What follows belongs to an exercise in optimizing a design on an open flow for small area; a production flow would make more cautious choices.
The RTL was checked by simulation tests, not by an equivalence proof against the original design.
Power figures rest on the tool's default switching activity, not on a simulated workload.

### config.mk
export PLATFORM = sky130hd
export DESIGN_NAME = virtualConsole
export DESIGN_NICKNAME = virtualConsole
export VERILOG_FILES = /design/flow/design.v
export SDC_FILE = /design/flow/constraint.sdc
export NUM_CORES = 4
export LEC_CHECK = 0
export CAP_MARGIN = 20
export CORE_MARGIN = 2
export CORE_UTILIZATION = 70
export PLACE_DENSITY = 0.8
export SLEW_MARGIN = 20
### constraint.sdc
create_clock -name core_clock -period 5.0 [get_ports {clk}]
set_input_delay 1.0000 -clock core_clock [delete_from_list [all_inputs] [get_ports {clk}]]
set_output_delay 1.0000 -clock core_clock [all_outputs]
set_load 0.01 [all_outputs]
### design.v
`default_nettype none
package consolePkg;
    typedef logic [7:0] CharCode_t;
    typedef logic [7:0] GlyphLine_t;
    typedef logic [2:0] LineIndex_t;
    typedef logic [2:0] RowIndex_t;
    typedef logic [3:0] ColIndex_t;
    typedef logic [6:0] CellAddress_t;
    typedef enum logic [2:0] {
        ground,
        escape,
        csi,
        csiTwo,
        clearing
    } ParserState_t;
    function automatic [6:0] cellAddress(input [2:0] row, input [3:0] col,
                                         input integer rows, input integer columns);
        reg [31:0] flat;
        begin
            flat = ({29'd0, row} % rows) * columns + ({28'd0, col} % columns);
            cellAddress = flat[6:0];
        end
    endfunction
endpackage
`default_nettype wire
`default_nettype none
package uartPkg;
    typedef logic [7:0] UartByte_t;
    typedef logic [3:0] BitCount_t;
    typedef logic [15:0] SampleCount_t;
    typedef enum logic [1:0] {
        idle,
        start,
        data,
        stop
    } RxState_t;
endpackage
`default_nettype wire
`timescale 1ns/1ps
`default_nettype none
module virtualConsole
(
    input  wire        clk,
    input  wire        reset,
    input  wire        uartRx,
    input  wire        readReq,
    input  wire  [2:0] readRow,
    input  wire  [3:0] readCol,
    input  wire  [2:0] readLine,
    output logic       readAck,
    output logic [7:0] glyphBits
);
    localparam logic [1:0] Ground = 2'd0;
    localparam logic [1:0] Escape = 2'd1;
    localparam logic [1:0] Csi    = 2'd2;
    localparam logic [1:0] CsiTwo = 2'd3;
    logic [7:0] frameCount;
    logic [7:0] shiftReg;
    logic       stopBit;
    logic       lastStop;
    assign stopBit  = frameCount[7] & frameCount[4];
    assign lastStop = stopBit & (frameCount[3:0] == 4'hF);
    always_ff @(posedge clk) begin
        if (reset) begin
            frameCount <= '0;
        end else if (frameCount == 8'd0) begin
            if (!uartRx) frameCount <= 8'd1;
        end else if ((frameCount == 8'd8 && uartRx) || lastStop) begin
            frameCount <= '0;
        end else begin
            frameCount <= frameCount + 8'd1;
        end
    end
    always_ff @(posedge clk) begin
        if (frameCount[3:0] == 4'd8 && !stopBit) begin
            shiftReg <= {uartRx, shiftReg[7:1]};
        end
    end
    logic [1:0] parserState;
    logic [2:0] cursorRow;
    logic [3:0] cursorCol;
    logic       byteOk;
    logic       printable;
    assign byteOk    = stopBit & uartRx;
    assign printable = !shiftReg[7] && (shiftReg[6:5] != 2'b00) && (shiftReg[6:0] != 7'h7F);
    always_ff @(posedge clk) begin
        if (reset) begin
            parserState <= Ground;
            cursorRow   <= '0;
            cursorCol   <= '0;
        end else if (lastStop && uartRx) begin
            case (parserState)
                Ground: begin
                    if (printable) begin
                        cursorCol <= cursorCol + 4'd1;
                        if (cursorCol == 4'hF) cursorRow <= cursorRow + 3'd1;
                    end else begin
                        case (shiftReg)
                            8'h0D: cursorCol <= '0;
                            8'h0A: cursorRow <= cursorRow + 3'd1;
                            8'h08: if (cursorCol != 4'd0) cursorCol <= cursorCol - 4'd1;
                            8'h1B: parserState <= Escape;
                            default: ;
                        endcase
                    end
                end
                Escape: parserState <= (shiftReg == 8'h5B) ? Csi : Ground;
                Csi: begin
                    parserState <= Ground;
                    if (shiftReg == 8'h48) begin
                        cursorRow <= '0;
                        cursorCol <= '0;
                    end else if (shiftReg == 8'h32) begin
                        parserState <= CsiTwo;
                    end
                end
                default: begin
                    parserState <= Ground;
                    if (shiftReg == 8'h4A) begin
                        cursorRow <= '0;
                        cursorCol <= '0;
                    end
                end
            endcase
        end
    end
    logic [3:0] phase;
    logic       resetClear;
    logic       clearAll;
    logic       writeChar;
    logic [6:0] writeData;
    always_ff @(posedge clk) begin
        if (reset) begin
            phase      <= '0;
            resetClear <= 1'b1;
        end else begin
            phase <= phase + 4'd1;
            if (phase == 4'hF) resetClear <= 1'b0;
        end
    end
    assign clearAll  = resetClear || (byteOk && parserState == CsiTwo && shiftReg == 8'h4A);
    assign writeChar = byteOk && parserState == Ground && printable && phase == cursorCol;
    assign writeData = clearAll ? 7'h20 : shiftReg[6:0];
    function automatic [4:0] tripleCode(input [1:0] a, input [1:0] b, input [1:0] d);
        if (d != 2'b11)      tripleCode = {a, b, d[1]};
        else if (a != 2'b11) tripleCode = {2'b00, b, a[1]};
        else                 tripleCode = {b, 2'b00, 1'b0};
    endfunction
    function automatic [5:0] tripleValue(input [4:0] k);
        if (k[4:3] == 2'b00)     tripleValue = {k[0], !k[0], k[2:1], 2'b11};
        else if (k[2:1] == 2'b00) tripleValue = {2'b11, k[4:3], 2'b11};
        else                     tripleValue = {k[4:3], k[2:1], k[0], !k[0]};
    endfunction
    logic [4:0] lowHead [8];
    logic [6:0] fullHead [2];
    logic [4:0] groupHead [2];
    logic [4:0] groupCode;
    logic [5:0] writeTriple;
    logic [5:0] newTriple;
    logic       writeGroup;
    logic [1:0] writeSlot;
    for (genvar r = 0; r < 6; r++) begin : low
        logic [79:0] ring;
        logic        rowWrite;
        assign rowWrite   = clearAll || (writeChar && cursorRow == 3'(r));
        assign lowHead[r] = ring[4:0];
        always_ff @(posedge clk) begin
            ring <= {rowWrite ? writeData[4:0] : ring[4:0], ring[79:5]};
        end
    end
    assign lowHead[6] = '0;
    assign lowHead[7] = '0;
    for (genvar r = 0; r < 2; r++) begin : full
        logic [111:0] ring;
        logic         rowWrite;
        assign rowWrite    = clearAll || (writeChar && cursorRow == 3'(r + 6));
        assign fullHead[r] = ring[6:0];
        always_ff @(posedge clk) begin
            ring <= {rowWrite ? writeData : ring[6:0], ring[111:7]};
        end
    end
    assign writeGroup  = cursorRow[2] | (cursorRow[1] & cursorRow[0]);
    assign writeSlot   = (cursorRow == 3'd1 || cursorRow == 3'd4) ? 2'd1 :
                         (cursorRow == 3'd2 || cursorRow == 3'd5) ? 2'd2 : 2'd0;
    assign writeTriple = tripleValue(groupHead[writeGroup]);
    assign newTriple   = {(writeSlot == 2'd0) ? writeData[6:5] : writeTriple[5:4],
                          (writeSlot == 2'd1) ? writeData[6:5] : writeTriple[3:2],
                          (writeSlot == 2'd2) ? writeData[6:5] : writeTriple[1:0]};
    assign groupCode   = clearAll ? tripleCode(2'b01, 2'b01, 2'b01)
                                  : tripleCode(newTriple[5:4], newTriple[3:2], newTriple[1:0]);
    for (genvar g = 0; g < 2; g++) begin : group
        logic [79:0] ring;
        logic        groupWrite;
        assign groupWrite   = clearAll || (writeChar && !(cursorRow[2] && cursorRow[1])
                                           && writeGroup == 1'(g));
        assign groupHead[g] = ring[4:0];
        always_ff @(posedge clk) begin
            ring <= {groupWrite ? groupCode : ring[4:0], ring[79:5]};
        end
    end
    logic       capture;
    logic [6:0] readChar;
    logic [7:0] glyph;
    assign capture  = readReq && !readAck && phase == readCol;
    logic       readGroup;
    logic [1:0] readSlot;
    logic [5:0] readTriple;
    logic [1:0] readPair;
    assign readGroup  = readRow[2] | (readRow[1] & readRow[0]);
    assign readSlot   = (readRow == 3'd1 || readRow == 3'd4) ? 2'd1 :
                        (readRow == 3'd2 || readRow == 3'd5) ? 2'd2 : 2'd0;
    assign readTriple = tripleValue(groupHead[readGroup]);
    assign readPair   = (readSlot == 2'd0) ? readTriple[5:4] :
                        (readSlot == 2'd1) ? readTriple[3:2] : readTriple[1:0];
    assign readChar   = (readRow[2] && readRow[1]) ? fullHead[readRow[0]]
                                                   : {readPair, lowHead[readRow]};
    logic [7:0] rot0;
    logic [7:0] rot1;
    assign rot0  = readLine[0] ? {readChar, 1'b0} : {1'b0, readChar};
    assign rot1  = readLine[1] ? {rot0[5:0], rot0[7:6]} : rot0;
    assign glyph = readLine[2] ? {rot1[3:0], rot1[7:4]} : rot1;
    always_ff @(posedge clk) begin
        if (reset) begin
            readAck <= 1'b0;
        end else if (capture) begin
            readAck <= 1'b1;
        end else if (!readReq) begin
            readAck <= 1'b0;
        end
    end
    always_ff @(posedge clk) begin
        if (capture) begin
            glyphBits <= glyph ^ {8{readRow == cursorRow && phase == cursorCol}};
        end
    end
endmodule
`default_nettype wire
### flow/run.sh
#!/bin/bash
# Own layout flow: the standard ORFS flow (standard.sh), with
#  - the standard synthesis script, except that ABC maps the combinational
#    logic with an area-oriented script (flow/area.abc); registers are mapped
#    before ABC runs, so they keep the standard synthesis's names and cells
#  - no adder pre-mapping (ADDER_MAP_FILE empty), so ABC maps counters too
#  - port buffers of the smallest buffer cell
#  - clock tree options from flow/cts_args.txt
# Each tool's full output stays in orfs/logs/ and in the *.log files here.
set -euo pipefail
here=$(pwd)
# synthesis script: synth_recipe.tcl, sourcing a copy of ORFS's synth.tcl whose
# ABC call runs flow/area.abc instead of the speed script
sed 's|log_cmd abc {\*}\$abc_args|log_cmd abc -script $::env(AREA_ABC_SCRIPT) {*}[lrange $abc_args 2 end]|' \
  "$FLOW_HOME/scripts/synth.tcl" > "$here/synth_area.tcl"
grep -q 'AREA_ABC_SCRIPT' "$here/synth_area.tcl"
sed "s|source \$::env(SCRIPTS_DIR)/synth.tcl|source $here/synth_area.tcl|" \
  "$here/synth_recipe.tcl" > "$here/own_synth.tcl"
grep -q "synth_area.tcl" "$here/own_synth.tcl"
export AREA_ABC_SCRIPT="$here/flow/area.abc"
bash standard.sh \
  SYNTH_SCRIPT="$here/own_synth.tcl" \
  ADDER_MAP_FILE= \
  BUFFER_PORTS_ARGS="-buffer_cell sky130_fd_sc_hd__buf_1" \
  CTS_ARGS="$(cat "$here/flow/cts_args.txt")" \
  finish > "$here/standard.log" 2>&1
### flow/area.abc
strash
ifraig
scorr
dc2
strash
&get -n
&dch -f
&nf -R 1000 -F 10 -A 10
&put
topo
### flow/cts_args.txt
-sink_clustering_enable -repair_clock_nets -sink_clustering_size 21 -sink_clustering_max_diameter 60 -buf_list {sky130_fd_sc_hd__clkbuf_4 sky130_fd_sc_hd__clkbuf_8} -sink_clustering_buffer sky130_fd_sc_hd__clkbuf_8 -root_buf sky130_fd_sc_hd__clkbuf_4 -dont_use_dummy_load
### standard.sh
#!/bin/bash
# synth_recipe.tcl (not shown) runs the flow's synth.tcl, then flattens the netlist and writes it again
# the make line also repeats each setting of config.mk as NAME=value (left out here)
make -C /OpenROAD-flow-scripts/flow DESIGN_CONFIG=/design/flow/config.mk WORK_HOME=/design/flow/orfs CLKGATE_MAP_FILE= SYNTH_SCRIPT=/design/flow/synth_recipe.tcl "${@:-finish}"
==> impl_metrics.csv, run 1 <==
group,metric,value,unit
run_status,status,"finished clean",
yosys,synth_top_family_by_area,"simple AND/OR/NAND/NOR gates",
layout,area_delta_synth_final,6.06,%
timing,setup_slack,1.65,ns
yosys,yosysSeqAreaShare,88.1,%
clocking,worstSkewPairLatency,0.73,ns
timing,layout_min_cycle_time,3.35,ns
yosys,ys_types,48,
timing,slew_headroom,40.9,%
yosys,synth_xor_area_share,0.889,%
grt,grt_pass1_vias,9050,
yosys,synthAdderAreaFrac,0,%
clocking,cts_sinks,903,
power,p_leak,8.47,nW
die,core_area,0.0289,sq mm
die,initial_core_util,71.5,%
die,die_h,176,um
yosys,ys_async_sr_fraction,0,%
die,io_pins,23,
layout,final_util,75.8,%
timing,fin_setup_tns,0,ns
timing,fmax,298,MHz
die,dieWidth,176,um
drt,dr.pass1.iters,5,
drt,antenna_left,0,
hold_path,hp-start,"low[1].ring[68]",
yosys,yosys.area_share.simple,5.55,%
grt,busiest_layer,"met2",
clocking,cts_buffers,49,
yosys,ys.flop_type,"dfxtp_1",
layout,final_cells,1816,
placement,place_ws,0.945,ns
clocking,cts_resized,0,
layout,final_cell_mix,"dfxtp_1, nand2_1, o21ai_0",
layout,layout.nets,1444,
critical_path,crit_required,5.50,ns
grt,antenna_found_initial,5,
critical_path,end_kind,"register",
grt,gr-total-overflow,0,
placement,gp_congestion,0.878,
clocking,cts_buffer_depth,3,
die,rows,62,
clocking,clkTransAtPathRegs,0.12,ns
yosys,synth-compound-area-share,4.27,%
timing,slew_violations,0,
yosys,synth_edf_count,16,
job,drv_cap,0,
drt,routed_wl,30600,um
hold_path,holdPathEnd,"low[1].ring[63]",
grt,grt_util_met2,32.7,%
timing,fin_skew,0.0561,ns
yosys,muxShareOfSynthArea,0.919,%
critical_path,r2r-start,"cursorRow[1]",
clocking,cts_setup_buffers,0,
grt,grt_start_max_net_pins,25,
layout,layout-drive-gt1-share,3.71,%
critical_path,worst_r2r_path_depth,11,
drt,via_per_inst,5.00,
yosys,syn_inst,1354,
layout,fill_cells,1662,
drt,drt_iter0_drc,631,
power,ir_drop,354,uV
clocking,cts-hold-fix-buffers,0,
timing,setup_violations,0,
critical_path,path_cells,"buf_1 > a21oi_1 > mux2i_1 > nand2b_1 > o21ai_0 > a31oi_1 > o22ai_1 > o21ai_0 > mux2_1 > o21ai_0 > xnor2_1",
die,die_area,0.0309,sq mm
timing,period_share,67.0,%
clocking,htree_levels,2,
grt,grtUsageTotal,20.1,%
placement,dp.final_hpwl,20700,um
drt,wl_per_cell,16.9,um
grt,grt_pass1_wl,47400,um
clocking,clockRootBuffer,"clkbuf_4",
yosys,syn_area,0.0207,sq mm
yosys,ys_warn_count,4,
grt,met3_usage,3.10,%
critical_path,slowest_stage,"a21oi_1",
power,p_per_area,456,mW/mm^2
critical_path,cp.arrival,3.85,ns
drt,drc,0,
critical_path,critPathLaunchType,"input pin",
yosys,ys_ff_latch,903,
drt,vias,9084,
clocking,cts_tree,"yes",
timing,rsz0062_at_grt,"no",
critical_path,crit_fanout,9,
critical_path,max_stage_delay,0.55,ns
grt,use_met1,27.9,%
yosys,avgSynthCellArea,15.3,sq um
placement,port_buffers,22,
placement,dp_cells,1763,
critical_path,r2r_slack,1.93,ns
critical_path,crit_type,"input pin to register",
hold_path,hold_depth,0,
timing,worst_pin_slew,0.886,ns
critical_path,r2r-end,"group[0].ring[76]",
hold_path,worstHoldPathType,"register to register",
layout,final_common_cell,"dfxtp_1",
yosys,syn_nets,1368,
critical_path,crit_top_cell,"o21ai_0",
timing,hold_violations,0,
## cell type report
cell class	count	area, sq um	area share, %
diodes	4	10.0	0.0456
well taps	384	480	2.19
multi-input cells	438	2420	11.0
clock buffers	49	643	2.93
flip-flops and latches	903	18200	83.1
repair buffers	25	105	0.479
inverters	13	48.8	0.222
## through the flow
| stage | hold WS (ns) | power [mW] | area, sq um |
|---|---|---|---|
| 6_report | 0.262 | 10.0 | 21900 |
| 5_1_grt | 0.260 | 10.3 | 21900 |
| 4_1_cts | 0.263 | 10.1 | 21900 |
| 3_5_place_dp | 0.312 | 7.47 | 21300 |
| 3_3_place_gp | 0.309 | 7.46 | 21300 |
| 2_1_floorplan | 0.310 | 7.44 | 20700 |
## cell families (layout without fill, tap and decap cells)
group	count (synthesis)	in the layout
other cells	0	4
mux	18	18
simple gates	248	248
xor+xnor	21	21
flops	903	903
buf+inv	13	87
compound gates	151	151
## power by group
part | total, mW | switching [mW] | internal [mW]
registers | 7.22 | 0.00654 | 7.22
clock network | 2.69 | 1.86 | 0.831
logic | 0.0859 | 0.0544 | 0.0315
## worst max-delay path by stage
stage / from / to
finish: readRow[0] / glyphBits[7]
global route: readRow[0] / glyphBits[5]
CTS: readRow[0] / glyphBits[7]
detailed placement: readRow[0] / glyphBits[7]
global placement: readRow[0] / glyphBits[5]
floorplan: readRow[0] / glyphBits[5]
## metal layers
| metal | share of wire (%) | vias up |
|---|---|---|
| met4 | 3.0 | 0 |
| met2 | 46 | 194 |
| met1 | 48 | 4283 |
| met3 | 3.7 | 71 |
| met5 | 0 | - |
| li1 | - | 4536 |
## registers in the layout (all words and copies together), names as in the netlist
name and count:
resetClear 1, cursorRow 3, frameCount 8, phase 4, readAck 1, full.ring 224, parserState 2, low.ring 480
shiftReg 8, glyphBits 8, group.ring 160, cursorCol 4
## worst max-delay path, delay by kind of cell
| family | cells | cell delay, ns |
|---|---|---|
| AOI/OAI and AO/OA | 6 | 1.58 |
| buffers and inverters | 1 | 0.19 |
| muxes | 2 | 0.81 |
| xor gates and xnor gates | 1 | 0.11 |
| and+or+nand+nor | 1 | 0.14 |
## synth_stat cells, types with 2 or more instances
master	instances	area, sq um
o21ai_0	64	320
a211oi_1	7	52.6
nor3b_1	5	37.5
mux2i_1	10	100
a21o_1	3	22.5
a22oi_1	4	30.0
a31oi_1	3	18.8
nand2_1	97	364
a221oi_1	2	17.5
and3_1	4	25.0
clkinv_1	13	48.8
nand4_1	7	43.8
xnor2_1	9	78.8
or3b_1	2	17.5
nor2b_1	7	43.8
nand3_1	12	60.1
nand2b_1	7	43.8
o211ai_1	2	15.0
a21oi_1	40	200
or3_1	2	12.5
and2_0	14	87.6
xor2_1	12	105
edfxtp_1	16	480
o31ai_1	3	22.5
a222oi_1	4	40.0
nor4_1	4	25.0
mux2_1	8	90.1
dfxtp_1	887	17800
nor2_1	62	233
o22ai_1	8	50.1
o21a_1	3	22.5
nor3_1	17	85.1
==> run 2, diff against run 1 <==
==> run.sh (new file) <==
#!/bin/bash
# synth_recipe.tcl (not shown) runs the flow's synth.tcl, then flattens the netlist and writes it again
# the make line also repeats each setting of config.mk as NAME=value (left out here)
make -C /OpenROAD-flow-scripts/flow DESIGN_CONFIG=/design/flow/config.mk WORK_HOME=/design/flow/orfs CLKGATE_MAP_FILE= SYNTH_SCRIPT=/design/flow/synth_recipe.tcl finish
--- a/config.mk
+++ b/config.mk
@@ -8,5 +8,8 @@
 export CAP_MARGIN = 20
 export CORE_MARGIN = 2
 export CORE_UTILIZATION = 70
+export CTS_BUF_LIST = sky130_fd_sc_hd__clkbuf_8
+export CTS_CLUSTER_DIAMETER = 60
+export CTS_CLUSTER_SIZE = 20
 export PLACE_DENSITY = 0.8
 export SLEW_MARGIN = 20
removed: flow/run.sh
removed: flow/area.abc
removed: flow/cts_args.txt
removed: standard.sh
==> run 2 against run 1 <==
Compared with the run above: still clean; clock power grew 14%; sequential share of layout area decreased by 4.3 points; total power increased by 4.2%; count of clock-buffer cells in the layout is 5 higher; hold slack better by 0.047 ns; clock skew decreased by 0.0070 ns; fmax rose by 0.67%; cell area is 5.5% higher; synthesized area grew 4.7%; via count increased by 11%; critical path depth down 3; die area is 4.6% higher.
==> impl_metrics.csv, run 2 <==
group,metric,value,unit
clocking,htree_levels,2,
critical_path,crit_required,5.36,ns
drt,drc,0,
layout,layout-drive-gt1-share,5.93,%
yosys,synth_top_family_by_area,"simple AND/OR/NAND/NOR gates",
power,p_comb_share,1.3,%
yosys,muxShareOfSynthArea,1.59,%
yosys,yosys-top-cells-area,"dfxtp_1, edfxtp_1, nand2_1, a21oi_1, nor2_1",
drt,wl_per_cell,18.0,um
timing,setup_violations,0,
layout,layout.nets,1552,
critical_path,crit_type,"input pin to register",
clocking,cts_buffers,53,
yosys,synth_xor_area_share,1.01,%
run_status,status,"finished clean",
drt,drt_iter0_drc,641,
layout,stdcell_area,0.0231,sq mm
power,switchingPower,2.08,mW
die,rows,64,
power,p_per_area,450,mW/mm^2
layout,area_delta_synth_final,6.83,%
die,core_area,0.0305,sq mm
placement,postPlaceCellArea,0.0223,sq mm
drt,routed_wl,34900,um
drt,routed-wl-met2,16100,um
timing,slew_violations,0,
grt,grt_pass1_vias,10100,
drt,top_layer,"met4",
placement,dp.final_hpwl,22800,um
clocking,cts_buffer_depth,3,
timing,layout_min_cycle_time,3.33,ns
drt,via_per_inst,5.23,
yosys,synth_edf_count,16,
drt,dr.pass1.iters,6,
clocking,clockRootBuffer,"clkbuf_8",
yosys,ys_ff_latch,903,
power,pwr-share-clk,29.4,%
die,die_area,0.0324,sq mm
drt,wl_met1,16000,um
layout,largest-register,"low.ring",
drt,vias,10100,
drt,antenna_left,0,
die,initial_core_util,71.0,%
placement,dp_cells,1866,
placement,place_ws,1.06,ns
die,dieWidth,180,um
critical_path,critPathLaunchType,"input pin",
job,drv_cap,0,
timing,fin_skew,0.0491,ns
power,p_total,10.4,mW
power,intPower,8.35,mW
yosys,syn_nets,1505,
power,seq_power_share,69.3,%
power,swShare,19.9,%
die,io_pins,23,
layout,final_common_cell,"dfxtp_1",
clocking,cts_sinks,903,
timing,hold_violations,0,
grt,grtUsageTotal,21.5,%
yosys,syn_area,0.0217,sq mm
yosys,synth-compound-area-share,4.91,%
die,die_h,180,um
layout,reg.largest.list,"low.ring x480, full.ring x224, group.ring x160",
layout,final_cells,1933,
yosys,yosys-top-cells-count,"dfxtp_1, nand2_1, a21oi_1",
clocking,cts_setup_buffers,0,
clocking,clkTransAtPathRegs,0.11,ns
drt,wl_met3,1510,um
clocking,cts-hold-fix-buffers,0,
power,ir_drop,439,uV
yosys,syn_inst,1478,
yosys,ys.flop_type,"dfxtp_1",
yosys,synthAdderAreaFrac,0.797,%
yosys,ys_types,74,
grt,gr-total-overflow,0,
timing,fmax,300,MHz
yosys,yosysMostFrequentCell,"dfxtp_1",
clocking,cts_tree,"yes",
clocking,cts_resized,0,
yosys,synth_top_area_share,82.0,%
grt,antenna_found_initial,1,
placement,port_buffers,22,
timing,rsz0062_at_grt,"no",
layout,largest_reg_flops,480,
yosys,ys_async_sr_fraction,0,%
critical_path,cp.arrival,3.69,ns
timing,period_share,66.6,%
timing,slew_headroom,32.0,%
grt,grt_pass1_wl,54100,um
power,p_leak,8.87,nW
timing,worst_pin_slew,1.01,ns
clocking,worstSkewPairLatency,0.62,ns
yosys,yosys.area_share.simple,6.46,%
yosys,ys_warn_count,4,
timing,setup_slack,1.67,ns
critical_path,crit_fanout,19,
grt,grt_start_max_net_pins,32,
placement,gp_congestion,0.882,
yosys,yosysSeqAreaShare,84.2,%
layout,final_cell_mix,"dfxtp_1, nand2_1, a21oi_1",
timing,fin_setup_tns,0,ns
hold_path,worstHoldPathType,"register to register",
critical_path,end_kind,"register",
yosys,yosysTopAreaCell,"dfxtp_1",
yosys,avgSynthCellArea,14.7,sq um
-- run 2: changes by cell type in the layout (fill, tap and decap cells not counted), moves of 10 or more --
cell / delta
and2_0: -14
nand3_1: +24
inv_1: +22
ha_1: +13
buf_1: -22
clkinv_1: -13
clkbuf_8: +10
nand2_1: +11
clkdlybuf4s50_1: +22
mux2i_1: +11
o21ai_0: -50
a21oi_1: +27
-- run 2: power by group through the flow --
stage	sequential [mW]	clock, mW	combinational, mW
after floorplan	7.39	0	0.0980
after CTS	7.22	3.15	0.137
after global placement	7.39	0	0.133
final	7.22	3.06	0.138
after detailed placement	7.39	0	0.136
after global routing	7.23	3.39	0.152
-- run 2: stage by stage --
| stage | hold WS [ns] | utilization [%] |
|---|---|---|
| 3_3_place_gp | 0.310 | 73.0 |
| 2_1_floorplan | 0.310 | - |
| 4_1_cts | 0.315 | 75.8 |
| 5_1_grt | 0.312 | 75.8 |
| 3_5_place_dp | 0.312 | 73.0 |
| 6_report | 0.308 | 75.9 |
-- run 2: cell families after synthesis --
kind of cell | count (synthesis)
flip-flops | 903
adder cells (fa/ha/maj) | 14
XOR/XNOR | 25
multiplexers | 30
AND/OR/NAND/NOR | 291
AO/OA/AOI/OAI | 161
buffers and inverters | 54
-- run 2: layout make-up --
class | instances | area (sq um)
Antenna cell | 2 | 5.00
Clock buffer | 54 | 743
Clock inverter | 11 | 120
Fill cell | 1795 | 7360
Inverter | 18 | 67.6
Multi-Input combinational cell | 521 | 3210
Sequential cell | 903 | 18200
Tap cell | 396 | 495
Timing Repair Buffer | 28 | 265
-- run 2: path summary, 6_finish.rpt --
check / startpoint / end / slack, ns / cells after the start
min reg2reg: group[0].ring[57] / group[0].ring[52] / 0.31 / 0
min: group[0].ring[57] / group[0].ring[52] / 0.31 / 0
max reg2reg: shiftReg[4] / low[0].ring[77] / 1.85 / 6
max: readRow[0] / glyphBits[3] / 1.67 / 8
-- run 2: critical path: stages --
cell and delay [ns]:
clkdlybuf4s50_1 0.89, buf_4 0.39, mux2_2 0.36, a21oi_1 0.28, mux2i_1 0.21, a32oi_1 0.22, o221ai_1 0.16, xnor2_1 0.16
-- run 2: layer usage --
layer | track usage [%] | vias to the layer above
met4 | 8.52 | 0
met1 | 29.6 | 4771
met3 | 3.42 | 106
met2 | 34.5 | 302
met5 | 0 | -
li1 | - | 4940
==> run 3, diff against run 2 <==
--- a/design.v
+++ b/design.v
@@ -83,45 +83,31 @@
     logic       printable;
     assign byteOk    = stopBit & uartRx;
     assign printable = !shiftReg[7] && (shiftReg[6:5] != 2'b00) && (shiftReg[6:0] != 7'h7F);
+    logic inGround;
+    logic moveCol;
+    logic zeroCol;
+    logic nextRow;
+    logic homeCursor;
+    logic [1:0] nextState;
+    assign inGround   = parserState == Ground;
+    assign homeCursor = (parserState == Csi && shiftReg == 8'h48) || (parserState == CsiTwo && shiftReg == 8'h4A);
+    assign zeroCol    = homeCursor || (inGround && shiftReg == 8'h0D);
+    assign moveCol    = inGround && (printable || (shiftReg == 8'h08 && cursorCol != 4'd0));
+    assign nextRow    = inGround && ((printable && cursorCol == 4'hF) || shiftReg == 8'h0A);
+    assign nextState  = (inGround && shiftReg == 8'h1B) ? Escape :
+                        (parserState == Escape && shiftReg == 8'h5B) ? Csi :
+                        (parserState == Csi && shiftReg == 8'h32) ? CsiTwo : Ground;
     always_ff @(posedge clk) begin
         if (reset) begin
             parserState <= Ground;
             cursorRow   <= '0;
             cursorCol   <= '0;
         end else if (lastStop && uartRx) begin
-            case (parserState)
-                Ground: begin
-                    if (printable) begin
-                        cursorCol <= cursorCol + 4'd1;
-                        if (cursorCol == 4'hF) cursorRow <= cursorRow + 3'd1;
-                    end else begin
-                        case (shiftReg)
-                            8'h0D: cursorCol <= '0;
-                            8'h0A: cursorRow <= cursorRow + 3'd1;
-                            8'h08: if (cursorCol != 4'd0) cursorCol <= cursorCol - 4'd1;
-                            8'h1B: parserState <= Escape;
-                            default: ;
-                        endcase
-                    end
-                end
-                Escape: parserState <= (shiftReg == 8'h5B) ? Csi : Ground;
-                Csi: begin
-                    parserState <= Ground;
-                    if (shiftReg == 8'h48) begin
-                        cursorRow <= '0;
-                        cursorCol <= '0;
-                    end else if (shiftReg == 8'h32) begin
-                        parserState <= CsiTwo;
-                    end
-                end
-                default: begin
-                    parserState <= Ground;
-                    if (shiftReg == 8'h4A) begin
-                        cursorRow <= '0;
-                        cursorCol <= '0;
-                    end
-                end
-            endcase
+            parserState <= nextState;
+            if (zeroCol) cursorCol <= '0;
+            else if (moveCol) cursorCol <= cursorCol + (printable ? 4'd1 : 4'hF);
+            if (homeCursor) cursorRow <= '0;
+            else if (nextRow) cursorRow <= cursorRow + 3'd1;
         end
     end
     logic [3:0] phase;
==> flow/run.sh (new file) <==
#!/bin/bash
# Own layout flow: the standard ORFS flow (standard.sh), with
#  - the standard synthesis script, except that ABC maps the combinational
#    logic with an area-oriented script (flow/area.abc); registers are mapped
#    before ABC runs, so they keep the standard synthesis's names and cells
#  - no adder pre-mapping (ADDER_MAP_FILE empty), so ABC maps counters too
#  - port buffers of the smallest buffer cell
#  - clock tree options from flow/cts_args.txt
# Each tool's full output stays in orfs/logs/ and in the *.log files here.
set -euo pipefail
here=$(pwd)
# synthesis script: synth_recipe.tcl, sourcing a copy of ORFS's synth.tcl whose
# ABC call runs flow/area.abc instead of the speed script
sed 's|log_cmd abc {\*}\$abc_args|log_cmd abc -script $::env(AREA_ABC_SCRIPT) {*}[lrange $abc_args 2 end]|' \
  "$FLOW_HOME/scripts/synth.tcl" > "$here/synth_area.tcl"
grep -q 'AREA_ABC_SCRIPT' "$here/synth_area.tcl"
sed "s|source \$::env(SCRIPTS_DIR)/synth.tcl|source $here/synth_area.tcl|" \
  "$here/synth_recipe.tcl" > "$here/own_synth.tcl"
grep -q "synth_area.tcl" "$here/own_synth.tcl"
export AREA_ABC_SCRIPT="$here/flow/area.abc"
bash standard.sh \
  SYNTH_SCRIPT="$here/own_synth.tcl" \
  ADDER_MAP_FILE= \
  BUFFER_PORTS_ARGS="-buffer_cell sky130_fd_sc_hd__buf_1" \
  CTS_ARGS="$(cat "$here/flow/cts_args.txt")" \
  finish > "$here/standard.log" 2>&1
==> flow/area.abc (new file) <==
strash
ifraig
scorr
dc2
strash
&get -n
&dch -f
&nf -R 1000 -F 10 -A 10
&put
topo
==> flow/cts_args.txt (new file) <==
-sink_clustering_enable -repair_clock_nets -sink_clustering_size 20 -sink_clustering_max_diameter 60 -buf_list {sky130_fd_sc_hd__clkbuf_4 sky130_fd_sc_hd__clkbuf_8} -sink_clustering_buffer sky130_fd_sc_hd__clkbuf_8 -root_buf sky130_fd_sc_hd__clkbuf_4 -dont_use_dummy_load
==> standard.sh (new file) <==
#!/bin/bash
# synth_recipe.tcl (not shown) runs the flow's synth.tcl, then flattens the netlist and writes it again
# the make line also repeats each setting of config.mk as NAME=value (left out here)
make -C /OpenROAD-flow-scripts/flow DESIGN_CONFIG=/design/flow/config.mk WORK_HOME=/design/flow/orfs CLKGATE_MAP_FILE= SYNTH_SCRIPT=/design/flow/synth_recipe.tcl "${@:-finish}"
--- a/config.mk
+++ b/config.mk
@@ -8,8 +8,5 @@
 export CAP_MARGIN = 20
 export CORE_MARGIN = 2
 export CORE_UTILIZATION = 70
-export CTS_BUF_LIST = sky130_fd_sc_hd__clkbuf_8
-export CTS_CLUSTER_DIAMETER = 60
-export CTS_CLUSTER_SIZE = 20
 export PLACE_DENSITY = 0.8
 export SLEW_MARGIN = 20
removed: run.sh
==> run 3 against run 2 <==
Compared with the run above: routed wire length fell by 12%; sequential power barely moved; sequential share of layout area rose by 4.2 points; clock power fell by 12%; core utilization rose by 0.066 points; non-clock buffer count fell by 3; total power fell by 4.0%; synthesized cell count fell by 10%; hold slack got worse by 0.057 ns; register-to-register slack got worse by 0.51 ns.
==> impl_metrics.csv, run 3 <==
group,metric,value,unit
run_status,status,"finished clean",
layout,area_delta_synth_final,6.21,%
yosys,ys_async_sr_fraction,0,%
yosys,ys.flop_type,"dfxtp_1",
critical_path,end_kind,"register",
yosys,yosysTopAreaCell,"dfxtp_1",
die,io_pins,23,
grt,grt_pass1_vias,9088,
timing,fin_skew,0.0857,ns
clocking,clkTransAtPathRegs,0.12,ns
placement,postPlaceCellArea,0.0213,sq mm
layout,largest_reg_flops,480,
power,intPower,8.11,mW
yosys,syn_inst,1327,
power,switchingPower,1.90,mW
yosys,ys_ff_latch,903,
timing,fin_setup_tns,0,ns
timing,layout_min_cycle_time,3.66,ns
yosys,ys_types,49,
clocking,cts_buffers,51,
yosys,synth_edf_count,16,
drt,antenna_left,0,
placement,port_buffers,22,
clocking,cts-hold-fix-buffers,0,
critical_path,crit_type,"register to register",
clocking,clockRootBuffer,"clkbuf_4",
yosys,ys_warn_count,4,
drt,routed_wl,30600,um
power,ir_drop,381,uV
grt,gr-total-overflow,0,
clocking,cts_tree,"yes",
drt,dr.pass1.iters,6,
die,die_h,176,um
drt,wl_per_cell,17.1,um
clocking,cts_resized,0,
yosys,avgSynthCellArea,15.6,sq um
power,p_comb_share,0.9,%
yosys,yosys-top-cells-count,"dfxtp_1, nand2_1, nor2_1",
layout,largest-register,"low.ring",
critical_path,crit_required,5.64,ns
yosys,yosys-top-cells-area,"dfxtp_1, edfxtp_1, nand2_1, a21oi_1, nor2_1",
layout,final_common_cell,"dfxtp_1",
critical_path,crit_fanout,9,
placement,gp_congestion,0.913,
die,dieWidth,176,um
layout,final_cell_mix,"dfxtp_1, nand2_1, nor2_1",
yosys,yosysMostFrequentCell,"dfxtp_1",
die,initial_core_util,71.5,%
timing,slew_headroom,35.8,%
drt,drc,0,
clocking,cts_sinks,903,
drt,vias,9035,
die,die_area,0.0309,sq mm
power,seq_power_share,72.1,%
clocking,cts_buffer_depth,3,
timing,setup_slack,1.34,ns
yosys,yosysSeqAreaShare,88.2,%
layout,reg.largest.list,"low.ring x480, full.ring x224, group.ring x160",
grt,grtUsageTotal,20.5,%
die,rows,62,
layout,stdcell_area,0.0220,sq mm
critical_path,cp.arrival,4.30,ns
timing,worst_pin_slew,0.954,ns
critical_path,critPathLaunchType,"register",
power,swShare,19.0,%
yosys,syn_nets,1341,
yosys,synth_top_area_share,85.8,%
placement,dp.final_hpwl,21200,um
hold_path,worstHoldPathType,"register to register",
timing,rsz0062_at_grt,"no",
clocking,htree_levels,2,
layout,layout.nets,1419,
timing,setup_violations,0,
clocking,cts_setup_buffers,0,
grt,grt_start_max_net_pins,22,
die,core_area,0.0289,sq mm
grt,antenna_found_initial,3,
clocking,worstSkewPairLatency,0.76,ns
drt,via_per_inst,5.05,
drt,drt_iter0_drc,661,
timing,hold_violations,0,
power,p_per_area,456,mW/mm^2
placement,place_ws,0.726,ns
layout,layout-drive-gt1-share,3.99,%
power,p_leak,8.47,nW
timing,period_share,73.2,%
yosys,syn_area,0.0207,sq mm
timing,slew_violations,0,
timing,fmax,273,MHz
power,pwr-share-clk,27.0,%
grt,grt_pass1_wl,47500,um
job,drv_cap,0,
-- run 3: changes by cell type after synthesis, sizes merged, moves of 9 or more --
cell | before | now
o21ai | 15 | 42
nor3 | 10 | 19
nand2 | 109 | 66
clkinv | 0 | 9
a21oi | 68 | 49
buf | 16 | 0
mux2i | 21 | 12
clkbuf | 20 | 0
inv | 18 | 0
nand3 | 36 | 13
ha | 13 | 0
a22o | 0 | 26
-- run 3: kinds of logic after synthesis --
kind of cell	count (synthesis)	synth area share [%]
DFF	903	88.2
and+or+nand+nor	211	4.74
AOI/OAI and AO/OA	164	5.10
xor gates and xnor gates	22	0.932
muxes	16	0.798
buffers and inverters	9	0.163
adders and majority gates	2	0.0968
-- run 3: stage by stage --
| stage | util [%] | power [mW] | std cells | hold WS [ns] |
|---|---|---|---|---|
| 5_1_grt | 75.9 | 10.4 | 1790 | 0.268 |
| 6_report | 75.9 | 10.0 | 1790 | 0.251 |
| 3_5_place_dp | 73.6 | 7.47 | 1736 | 0.312 |
| 2_1_floorplan | - | 7.44 | 1327 | 0.310 |
| 4_1_cts | 75.9 | 10.1 | 1787 | 0.261 |
| 3_3_place_gp | 73.6 | 7.47 | 1736 | 0.310 |
-- run 3: worst paths after layout --
check	startpoint	to	slack (ns)	cells after the start
worst min register to register	low[2].ring[7]	low[2].ring[2]	0.25	0
worst max register to register	shiftReg[0]	low[0].ring[79]	1.34	8
worst min-delay path	low[2].ring[7]	low[2].ring[2]	0.25	0
worst max-delay path	shiftReg[0]	low[0].ring[79]	1.34	8
-- run 3: worst max-delay path, stage by stage, from the launching register on --
cell	delay (ns)
edfxtp_1	0.49
nand3_1	0.13
nor2_1	0.05
o21ai_0	0.74
clkinv_1	0.29
or3_1	0.61
nor3_1	0.74
nor2_1	0.25
a22o_1	0.24
-- run 3: routing by layer --
layer,track usage (%),share of wire [%],up-vias
met4,9.88,4.4,0
met3,4.09,4.8,98
met5,0,0,-
met2,33.6,47,232
li1,-,-,4499
met1,26.3,44,4206
-- run 3: power groups by stage --
stage / combinational, mW / sequential (mW) / clock [mW]
6_report: 0.0852 / 7.22 / 2.70
3_5_place_dp: 0.0843 / 7.39 / 0
4_1_cts: 0.0848 / 7.22 / 2.79
5_1_grt: 0.0949 / 7.23 / 3.04
2_1_floorplan: 0.0519 / 7.39 / 0
3_3_place_gp: 0.0804 / 7.39 / 0
-- run 3: cell type report --
cell class | instances | area (sq um)
Antenna cell | 3 | 7.51
Clock buffer | 51 | 671
Fill cell | 1672 | 6970
Inverter | 9 | 33.8
Multi-Input combinational cell | 415 | 2430
Sequential cell | 903 | 18200
Tap cell | 384 | 480
Timing Repair Buffer | 25 | 105

[static timing again, ports no longer ideal]
How much do the figures lean on ideal ports? The routed layouts below were timed once more, with nothing changed but the port constraints.
Step 1 assumes that a clkbuf_16 drives the clock port and a buf_2 every other input.
Step 2, shift: input delay + t, output delay - t, t = (earliest + latest rising clock arrival at the registers) / 2. This alone moves slack from input paths to output paths.
Three values: no drivers, after step 1, after step 2; two values: the first two.
| run | t (ns) | setup slack, ns | worst hold slack (ns) | worst register clock-pin slew, ns | worst slew at a driven data input, ns |
|---|---|---|---|---|---|
| run 1 | 0.761 | 1.648 / 1.654 / 0.893 | 0.262 / 0.262 / 0.262 | 0.12 / 0.12 | 0.09 |
| run 2 | 0.649 | 1.670 / 1.666 / 1.017 | 0.308 / 0.308 / 0.308 | 0.12 / 0.12 | 0.05 |
| run 3 | 0.742 | 1.339 / 1.339 / 0.705 | 0.251 / 0.251 / 0.251 | 0.12 / 0.12 | 0.08 |
After both steps setup and hold are still met in every run listed. The setup slack of run 1, which loses most, moves by +0.006 ns with the drivers and by -0.755 ns with both steps.
